What follows belongs to an exercise in optimizing a design on an open flow for small area and a short achievable clock period; a production flow would make more cautious choices. Where RTL was checked, it was by simulation tests only, not by an equivalence proof against the original. Power and IR drop assume default switching activity.

Design deflate_stored_top, start of the top module:
module deflate_stored_top (
	input  logic                        clk,
	input  logic                        rst_n,
	input  logic                        word_valid,
	input  logic [32-1:0]  word,           
	output logic                        out_valid,
	output logic [32-1:0]  out_word,
	output logic                        out_last,
	output logic [3-1:0] out_bytes,
	output logic                        done,
	output logic                        protocol_error
);
	logic        a_hdr, a_dat, a_trl;   
	logic [1:0]  a_ra;
	logic [3:0]  a_sel;
	logic [1:0]  ra_next;
	logic [31:0] a_word;
	logic [2:0]  b_n;                   
	logic        b_last, b_bf;
	logic [31:0] b_lanes;
	block_decoder block_decoder_i (
		.clk            (clk),
		.rst_n          (rst_n),
		.word_valid     (word_valid),
		.word           (word),
		.a_hdr          (a_hdr),
		.a_dat          (a_dat),
		.a_ra            (a_ra),
		.a_sel           (a_sel),
		.ra              (ra_next),
		.a_trl          (a_trl),
		.a_word         (a_word),
		.protocol_error (protocol_error)
	);
	stored_sequencer stored_sequencer_i (
		.clk     (clk),
		.rst_n   (rst_n),
		.a_hdr   (a_hdr),
		.a_dat   (a_dat),
		.a_ra     (a_ra),
		.a_sel    (a_sel),
		.ra_next  (ra_next),
		.a_trl   (a_trl),
		.a_word  (a_word),
		.b_n     (b_n),
		.b_last  (b_last),
		.b_bf    (b_bf),
		.b_lanes (b_lanes)
	);
	bit_packer bit_packer_i (
		.clk       (clk),
		.rst_n     (rst_n),
		.b_n       (b_n),
		.b_last    (b_last),
		.b_bf      (b_bf),
		.b_lanes   (b_lanes),
		.out_valid (out_valid),
		.out_word  (out_word),
		.out_last  (out_last),
		.out_bytes (out_bytes),
		.done      (done)
	);
endmodule
Size in the first run: roughly 1,500 cells after synthesis, about 240 flip-flops, about 74 I/O pins, ~15,000 um2 of cells after synthesis.
==> flow/config.mk <==
export PLATFORM = sky130hd
export DESIGN_NAME = deflate_stored_top
export DESIGN_NICKNAME = deflate_stored_top
export VERILOG_FILES = /design/flow/design.v
export SDC_FILE = /design/flow/constraint.sdc
export NUM_CORES = 4
export LEC_CHECK = 0
export CAP_MARGIN = 20
export CORE_MARGIN = 2
export CORE_UTILIZATION = 40
export SLEW_MARGIN = 20
==> flow/constraint.sdc <==
create_clock -name core_clock -period 6.0 [get_ports {clk}]
set_input_delay 1.2000 -clock core_clock [delete_from_list [all_inputs] [get_ports {clk}]]
set_output_delay 1.2000 -clock core_clock [all_outputs]
set_load 0.01 [all_outputs]
run.sh (not shown) runs the stock make flow with config.mk's settings and CLKGATE_MAP_FILE= SYNTH_SCRIPT=/design/flow/synth_recipe.tcl, a recipe that flattens the netlist after the stock synthesis.
Change:
SETUP_SLACK_MARGIN = 3.5   (was default)
Outcome: The new run passed the timing, DRC and antenna checks. Worst setup slack gets better by 0.68 ns. Sequential cell count is unchanged. Clock-buffer cell count is lower by 4. Routed wire length is higher by 7.6%. Synthesized cell count is unchanged. Combinational power is higher by about 2%. Register-to-register slack gets better by 0.68 ns. Cell area is higher by 12%. Die area does not change.
Function was not checked in any run of this note: the RTL went through the layout flow alone.


deflate_stored_top, a different RTL version from the one above (not shown whole).
Size in the first run: roughly 1400 cells after synthesis, ~250 flip-flops, roughly 14000 sq um of cells after synthesis.
Settings: LEC_CHECK=0, CAP_MARGIN=20, CORE_MARGIN=2, CORE_UTILIZATION=40, SETUP_SLACK_MARGIN=3.5, SLEW_MARGIN=20, TNS_END_PERCENT=5; clock period 6.0 ns.
standard.sh (not shown) runs the stock make flow with config.mk's settings and CLKGATE_MAP_FILE= SYNTH_SCRIPT=/design/flow/synth_recipe.tcl, a recipe that flattens the netlist after the stock synthesis.
==> flow/flow/run.sh <==
#!/bin/bash
# The standard layout, with the port buffers made of plain buffers instead of the
# slow delay buffers buffer_ports picks by default. Every port still gets its buffer.
set -euo pipefail
export BUFFER_PORTS_ARGS="-buffer_cell sky130_fd_sc_hd__buf_2"
bash standard.sh > standard.log 2>&1
The starting point completed with no timing, DRC or antenna violations.
Then changed:
==> flow/run.sh (new file) <==
#!/bin/bash
# synth_recipe.tcl (not shown) runs the flow's synth.tcl, then flattens the netlist and writes it again
# the make line also repeats each setting of config.mk as NAME=value (left out here)
make -C /OpenROAD-flow-scripts/flow DESIGN_CONFIG=/design/flow/config.mk WORK_HOME=/design/flow/orfs CLKGATE_MAP_FILE= SYNTH_SCRIPT=/design/flow/synth_recipe.tcl finish
CTS_CLUSTER_DIAMETER = 80   (was not set)
CTS_CLUSTER_SIZE = 24   (was not set)
removed: flow/flow/run.sh
removed: flow/standard.sh
=> The new run finished clean. Clock-buffer cell count shrinks by 22. Core utilization drops by 0.53 points. Worst setup slack degrades by 12 ps.
Then changed:
CTS_BUF_LIST = sky130_fd_sc_hd__clkbuf_8   (was not set)
CTS_CLUSTER_DIAMETER = not set   (was 80)
CTS_CLUSTER_SIZE = not set   (was 24)
Outcome: Clock skew fell by 7.8 ps; utilization went up by 1.8 points; routed wire length increases by 1.7%; cell area came out higher by 3.6%; area after synthesis does not change; worst setup slack loses 13 ps; die area is unchanged; maximum frequency came out lower by 0.46%; clock power rises by 50%.
Then changed:
CTS_BUF_LIST = sky130_fd_sc_hd__clkbuf_4   (was sky130_fd_sc_hd__clkbuf_8)
- The new run ran to the end with no violations
- sequential cell count does not change
- core utilization is lower by 0.39 points
- worst hold slack barely changes
Then changed:
CTS_BUF_LIST = not set   (was sky130_fd_sc_hd__clkbuf_4)
What happened: The changed run finished with timing, DRC and antenna clean; via count falls by a few percent; total power rises by a few percent; final area stays flat; utilization goes down by 0.15 points.
No functional check of the RTL was part of any run of this note.


deflate_stored_top, a different RTL version from the one above (not shown whole).
Size in the first run: about 1400 cells after synthesis, roughly 250 flip-flops, about 14000 um2 of cells after synthesis.
Settings: LEC_CHECK=0, CAP_MARGIN=0, CORE_MARGIN=2, CORE_UTILIZATION=40, CTS_CLUSTER_DIAMETER=80, CTS_CLUSTER_SIZE=24, SETUP_SLACK_MARGIN=3.5, SLEW_MARGIN=0, TNS_END_PERCENT=10; clock period 6.0 ns.
==> flow/flow/run.sh <==
#!/bin/bash
# The standard layout, with the port buffers made of plain buffers instead of the
# slow delay buffers buffer_ports picks by default. Every port still gets its buffer.
set -euo pipefail
export BUFFER_PORTS_ARGS="-buffer_cell sky130_fd_sc_hd__buf_2"
bash standard.sh > standard.log 2>&1
The first run finished with timing, DRC and antenna clean.
Change:
Settings changed: CAP_MARGIN 0 to 20, CTS_BUF_LIST set to sky130_fd_sc_hd__clkbuf_8 sky130_fd_sc_hd__clkbuf_16, CTS_CLUSTER_DIAMETER 80 to 70, CTS_CLUSTER_SIZE 24 to 20, SLEW_MARGIN 0 to 20.
The changed run passed the timing, DRC and antenna checks.
Power goes up by 1.7%.
Area after synthesis stays the same.
Via count rises by about 0.9%.
Critical path depth came out lower by 3.
Global-route usage hardly moves.
Non-clock buffer count went up by 8.
Routed wire length grows by 1.3%.
Worst setup slack loses 0.040 ns.
Hold slack hardly moves.
Final cell count grows by 0.75%.
Clock-buffer cell count does not change.
Change:
Settings changed: CAP_MARGIN 20 to 5, CTS_BUF_LIST sky130_fd_sc_hd__clkbuf_8 sky130_fd_sc_hd__clkbuf_16 to unset, CTS_CLUSTER_DIAMETER 70 to 80, CTS_CLUSTER_SIZE 20 to 24, SETUP_SLACK_MARGIN 3.5 to 3.6, SLEW_MARGIN 20 to 5.
Effect: The changed run ran to the end with no violations; worst setup slack gains 0.074 ns; count of clock-buffer cells in the layout came out lower by 1; area after synthesis does not change; first-iteration DRC count went up by about a fifth; hold slack gains 0.0054 ns.
Change:
Settings changed: SETUP_SLACK_MARGIN 3.6 to 3.5.
The new run produced a clean layout; die area does not change; worst setup slack degrades by 0.033 ns; sequential share of layout area rises by 0.80 points; critical path depth goes up by 1; register-to-register slack loses 0.03 ns; final area came out lower by a few percent; area after synthesis does not change; sequential power fell slightly; power came out lower by a few percent; synthesized cell count is unchanged.


== run 1 ==
Starting RTL as in the previous note.
Settings: LEC_CHECK=0, CAP_MARGIN=5, CORE_MARGIN=2, CORE_UTILIZATION=40, CTS_CLUSTER_DIAMETER=80, CTS_CLUSTER_SIZE=24, PLACE_DENSITY=0.8, SETUP_SLACK_MARGIN=3.5, SLEW_MARGIN=5, TNS_END_PERCENT=10; clock period 6.0 ns.
Scripts as last shown in full above: flow/flow/run.sh
What run 2 does differently from run 1 at the input level:
Settings: TNS_END_PERCENT now 5, was 10; CAP_MARGIN now 20, was 5; SLEW_MARGIN now 20, was 5; SETUP_SLACK_MARGIN now 3.3, was 3.5; PLACE_DENSITY no longer set, was 0.8.
Notes after the runs:
- Going from run 1 to run 2, final clock period utilization by the worst path +2.1 points; simple-gate share of the synthesized area ~0 delta; total global-route track usage ~0 delta; routed metal-1 wire length ~0 delta.
- The post-place instance area was comparable across run 2 and run 1.
- Count of buffers not belonging to the clock network in the layout (run 1 / run 2): 1.3
- Growth of design area from synthesis to finish (lower): run 2
- Routed wire length on met2 went down by a few percent going from run 1 to run 2.
- Run 2: worst hold slack higher than run 1
Modified inputs, run 3 compared to run 2
Settings: changing TNS_END_PERCENT from 5 to 10; setting PLACE_DENSITY to 0.8 for the first time; changing SETUP_SLACK_MARGIN from 3.3 to 3.5.
## What came out
- Going from run 2 to run 3, the via count was found to have gone up by 5.0%.
- Of run 3 and run 2, run 3 shows the higher internal power, with run 2 below it.
- Comparing run 3 against run 2, there is no change at all in flip-flop and latch count.
- Relative to run 2, worst hold slack has gone up in run 3.
- Run 3 against run 2; power is up by a few percent.


v56:
deflate_stored_top, a different RTL version from the one above (not shown whole).
Size in the first run: roughly 1500 cells after synthesis, roughly 250 flip-flops.
Settings: LEC_CHECK=0, CAP_MARGIN=20, CORE_MARGIN=2, CORE_UTILIZATION=40, CTS_CLUSTER_DIAMETER=80, CTS_CLUSTER_SIZE=24, SETUP_SLACK_MARGIN=3.0, SLEW_MARGIN=20, TNS_END_PERCENT=5; clock period 6.0 ns.
Scripts as last shown in full above: flow/flow/run.sh
## Diff of input files: v45 against v56
Settings: SETUP_SLACK_MARGIN now 3.4, was 3.0.
-- flow/flow/run.sh --
<<< v56, line 5
export BUFFER_PORTS_ARGS="-buffer_cell sky130_fd_sc_hd__buf_2"
>>> v45, line 5
export BUFFER_PORTS_ARGS="-buffer_cell sky130_fd_sc_hd__buf_1"
Findings:
- Run comparison: v56 critical path class reg -> reg; v45 critical path class in -> reg
- v45 vs v56 — average via count per standard cell rose about 0.4%.
- Taking v56 as the reference, in v45 maximum frequency has increased; area overhead of the layout relative to synthesis has increased.
Edits applied to the flow inputs when going from v45 to v13:
-- flow/flow/run.sh --
<<< v45, line 5
export BUFFER_PORTS_ARGS="-buffer_cell sky130_fd_sc_hd__buf_1"
>>> v13, line 5
export BUFFER_PORTS_ARGS="-buffer_cell sky130_fd_sc_hd__buf_2"
## What came out
Route | v13 vs v45 | wire shorter in v13. Summary — share of the clock period used by the worst path, v13 relative to v45: lower, by 0.99 points. On worst-case hold slack: v13 sits below v45. v13 vs v45 on routing usage on met3: v13 is the lower one. Going from v45 to v13, count of buffers not belonging to the clock network in the layout shrank by a little under 10%.


RTL: one of the versions met above, not the one the previous note started from.
For scale: ~1400 cells after synthesis, ~14000 um^2 of cells after synthesis.
## deflate_stored_top
module deflate_stored_top (
	input  logic                        clk,
	input  logic                        rst_n,
	input  logic                        word_valid,
	input  logic [32-1:0]  word,           
	output logic                        out_valid,
	output logic [32-1:0]  out_word,
	output logic                        out_last,
	output logic [3-1:0] out_bytes,
	output logic                        done,
	output logic                        protocol_error
);
export LEC_CHECK = 0
export CAP_MARGIN = 20
export CORE_MARGIN = 2
export CORE_UTILIZATION = 40
export CTS_CLUSTER_DIAMETER = 80
export CTS_CLUSTER_SIZE = 24
export SETUP_SLACK_MARGIN = 3.6
export SLEW_MARGIN = 20
export TNS_END_PERCENT = 5
create_clock -name core_clock -period 6.0 [get_ports {clk}]
==> flow/flow/run.sh <==
#!/bin/bash
# The standard layout, with the port buffers made of plain buffers instead of the
# slow delay buffers buffer_ports picks by default. Every port still gets its buffer.
set -euo pipefail
export BUFFER_PORTS_ARGS="-buffer_cell sky130_fd_sc_hd__buf_2"
bash standard.sh > standard.log 2>&1
The starting point finished clean.
Next try:
--- a/flow/config.mk
+++ b/flow/config.mk
@@ -13 +13 @@
-export SETUP_SLACK_MARGIN = 3.6
+export SETUP_SLACK_MARGIN = 3.5
The changed run completed without violations.
Routed wire length falls by 0.34%.
Sequential power barely changes.
Cell area falls by 0.87%.
Cell count falls by 0.55%.
Power falls by 0.98%.
Count of clock-buffer cells in the layout falls by 1.
Worst setup slack got worse by 0.042 ns.
Die area does not change.
Next try:
--- a/flow/config.mk
+++ b/flow/config.mk
@@ -12,0 +13 @@
+export GPL_TIMING_DRIVEN = 1
@@ -15 +16 @@
-export TNS_END_PERCENT = 5
+export TNS_END_PERCENT = 10
=> Final area stays flat; combinational power is about the same; die area is unchanged; non-clock buffer count goes up by 5; worst setup slack gets better by 0.019 ns; clock power hardly moves; power fell by 0.60%; wire length drops by 3.6%; critical path depth drops by 1.


lane 1:
RTL: one of the versions met above, not the one the previous note started from.
Size in the first run: ~74 I/O pins, ~14,000 sq um of cells after synthesis.
## deflate_stored_top
module deflate_stored_top (
	input  logic                        clk,
	input  logic                        rst_n,
	input  logic                        word_valid,
	input  logic [32-1:0]  word,           
	output logic                        out_valid,
	output logic [32-1:0]  out_word,
	output logic                        out_last,
	output logic [3-1:0] out_bytes,
	output logic                        done,
	output logic                        protocol_error
);
export LEC_CHECK = 0
export CAP_MARGIN = 20
export CORE_MARGIN = 2
export CORE_UTILIZATION = 40
export CTS_CLUSTER_DIAMETER = 80
export CTS_CLUSTER_SIZE = 24
export SETUP_SLACK_MARGIN = 3.5
export SLEW_MARGIN = 20
export TNS_END_PERCENT = 20
create_clock -name core_clock -period 6.0 [get_ports {clk}]
Scripts as last shown in full above: flow/flow/run.sh
Lane 1: all stages complete, timing, DRC and antenna checks passed
What lane 2 does differently from lane 1 at the input level:
# lane 1
export LEC_CHECK = 0
export CAP_MARGIN = 20
export CORE_MARGIN = 2
export CORE_UTILIZATION = 40
export CTS_CLUSTER_DIAMETER = 80
export CTS_CLUSTER_SIZE = 24
export SETUP_SLACK_MARGIN = 3.5
export SLEW_MARGIN = 20
export TNS_END_PERCENT = 20
create_clock -name core_clock -period 6.0 [get_ports {clk}]
# lane 2
export LEC_CHECK = 0
export CAP_MARGIN = 20
export CORE_MARGIN = 2
export CORE_UTILIZATION = 40
export CTS_CLUSTER_DIAMETER = 80
export CTS_CLUSTER_SIZE = 24
export SETUP_SLACK_MARGIN = 3.5
export SLEW_MARGIN = 20
export TNS_END_PERCENT = 5
create_clock -name core_clock -period 6.0 [get_ports {clk}]
[summary]
Lane 2 ran to completion and came out clean on the timing, DRC and antenna checks. The number of vias after detailed routing of lane 2 falls short of that of lane 1 by about 3%. From lane 1 to lane 2 the numbers moved as follows: areal power density over the cells saw an increase; cell area after placement saw little to no change; post-route standard cell area excluding fillers saw a decrease; worst setup slack saw a decrease. Re sequential cell count: no difference whatsoever between lane 1 and lane 2. Slew at the pin with the worst max-slew slack on lane 2 is down relative to lane 1.
#### Input delta (lane 3 over lane 2)
# lane 2
export LEC_CHECK = 0
export CAP_MARGIN = 20
export CORE_MARGIN = 2
export CORE_UTILIZATION = 40
export CTS_CLUSTER_DIAMETER = 80
export CTS_CLUSTER_SIZE = 24
export SETUP_SLACK_MARGIN = 3.5
export SLEW_MARGIN = 20
export TNS_END_PERCENT = 5
create_clock -name core_clock -period 6.0 [get_ports {clk}]
# lane 3
export LEC_CHECK = 0
export CAP_MARGIN = 20
export CORE_MARGIN = 2
export CORE_UTILIZATION = 40
export CTS_CLUSTER_DIAMETER = 80
export CTS_CLUSTER_SIZE = 24
export SETUP_SLACK_MARGIN = 3.3
export SLEW_MARGIN = 20
export TNS_END_PERCENT = 5
create_clock -name core_clock -period 6.0 [get_ports {clk}]
Density: lane 3 sparser than lane 2
Number of buffers added for setup after CTS delta for lane 3 relative to lane 2: 22 lower
Looking at first-iteration DRC count, lane 3 sits above lane 2.
~same average detailed-routed wire length per instance in lane 2 and lane 3
On clock power, lane 2 tracks lane 3 almost exactly.
The number of vias in the routed layout number comes out higher for lane 2 vs lane 3.
Against lane 2, lane 3 reports a relative area of non-clock buffer cells in the final design that is lower.
Compared with lane 2, lane 3 supports a lower clock frequency.
Summary of lane 3 over lane 2: layout cell share with drive strength beyond 1 went down 1.3 points, total power after layout fell by about 0.6%, worst setup slack fell 0.016 ns.

-- separate check: timing with driven ports --
The results above use ideal ports. As a check the final layouts listed here were re-extracted and re-timed, cells and wires unchanged. Step 1 assumes that a clkbuf_16 drives the clock port and a buf_2 every other input. Step 2 adds t to the input delays and takes it off the output delays; t is the mean of the earliest and latest rising clock arrival at the registers after step 1. Input paths then give back, and output paths get back, about the clock's delay inside the block. Three values: ideal, step 1, step 2; two values: the first two.
| run | t, ns | setup WS [ns] | clock arrival spread, ns | worst slew at a driven data input, ns |
|---|---|---|---|---|
| the first run of note 1 | 0.609 | 2.297 / 2.297 / 2.297 | 0.015 / 0.015 | 0.04 |
| the second run of note 1 | 0.606 | 2.973 / 2.973 / 2.973 | 0.018 / 0.018 | 0.04 |
| the first run of note 2 | 0.612 | 3.285 / 3.285 / 3.174 | 0.034 / 0.034 | 0.04 |
| the second run of note 2 | 0.567 | 3.273 / 3.273 / 2.851 | 0.028 / 0.027 | 0.07 |
| the third run of note 2 | 0.615 | 3.260 / 3.260 / 2.810 | 0.019 / 0.019 | 0.07 |
| the fourth run of note 2 | 0.770 | 3.254 / 3.254 / 2.716 | 0.042 / 0.042 | 0.06 |
| the fifth run of note 2 | 0.608 | 3.270 / 3.270 / 2.827 | 0.029 / 0.028 | 0.07 |
| the first run of note 3 | 0.555 | 3.418 / 3.418 / 3.260 | 0.020 / 0.020 | 0.04 |
| the second run of note 3 | 0.565 | 3.377 / 3.377 / 3.256 | 0.028 / 0.029 | 0.04 |
| the third run of note 3 | 0.561 | 3.451 / 3.451 / 3.289 | 0.019 / 0.019 | 0.04 |
| the fourth run of note 3 | 0.555 | 3.418 / 3.418 / 3.260 | 0.020 / 0.020 | 0.04 |
| run 1 | 0.548 | 3.424 / 3.424 / 3.325 | 0.018 / 0.018 | 0.04 |
| run 2 | 0.564 | 3.298 / 3.298 / 3.114 | 0.037 / 0.036 | 0.04 |
| run 3 | 0.544 | 3.451 / 3.451 / 3.289 | 0.030 / 0.031 | 0.04 |
| v56 | 0.553 | 3.043 / 3.043 / 2.566 | 0.024 / 0.024 | 0.03 |
| v45 | 0.568 | 3.187 / 3.189 / 2.621 | 0.014 / 0.014 | 0.05 |
| v13 | 0.550 | 3.247 / 3.247 / 2.712 | 0.026 / 0.026 | 0.04 |
| the first run of note 6 | 0.557 | 3.439 / 3.439 / 3.236 | 0.015 / 0.015 | 0.04 |
| the second run of note 6 | 0.563 | 3.397 / 3.397 / 3.285 | 0.034 / 0.034 | 0.04 |
| the third run of note 6 | 0.554 | 3.416 / 3.416 / 3.260 | 0.021 / 0.021 | 0.04 |
| lane 1 | 0.556 | 3.323 / 3.323 / 2.782 | 0.024 / 0.024 | 0.04 |
| lane 2 | 0.552 | 3.256 / 3.268 / 2.716 | 0.031 / 0.030 | 0.04 |
| lane 3 | 0.553 | 3.239 / 3.251 / 2.697 | 0.027 / 0.027 | 0.04 |
After both steps setup and hold are still met in every run listed. For v45, which loses most, drivers alone change the setup slack by +0.002 ns; drivers and shift together by -0.566 ns.
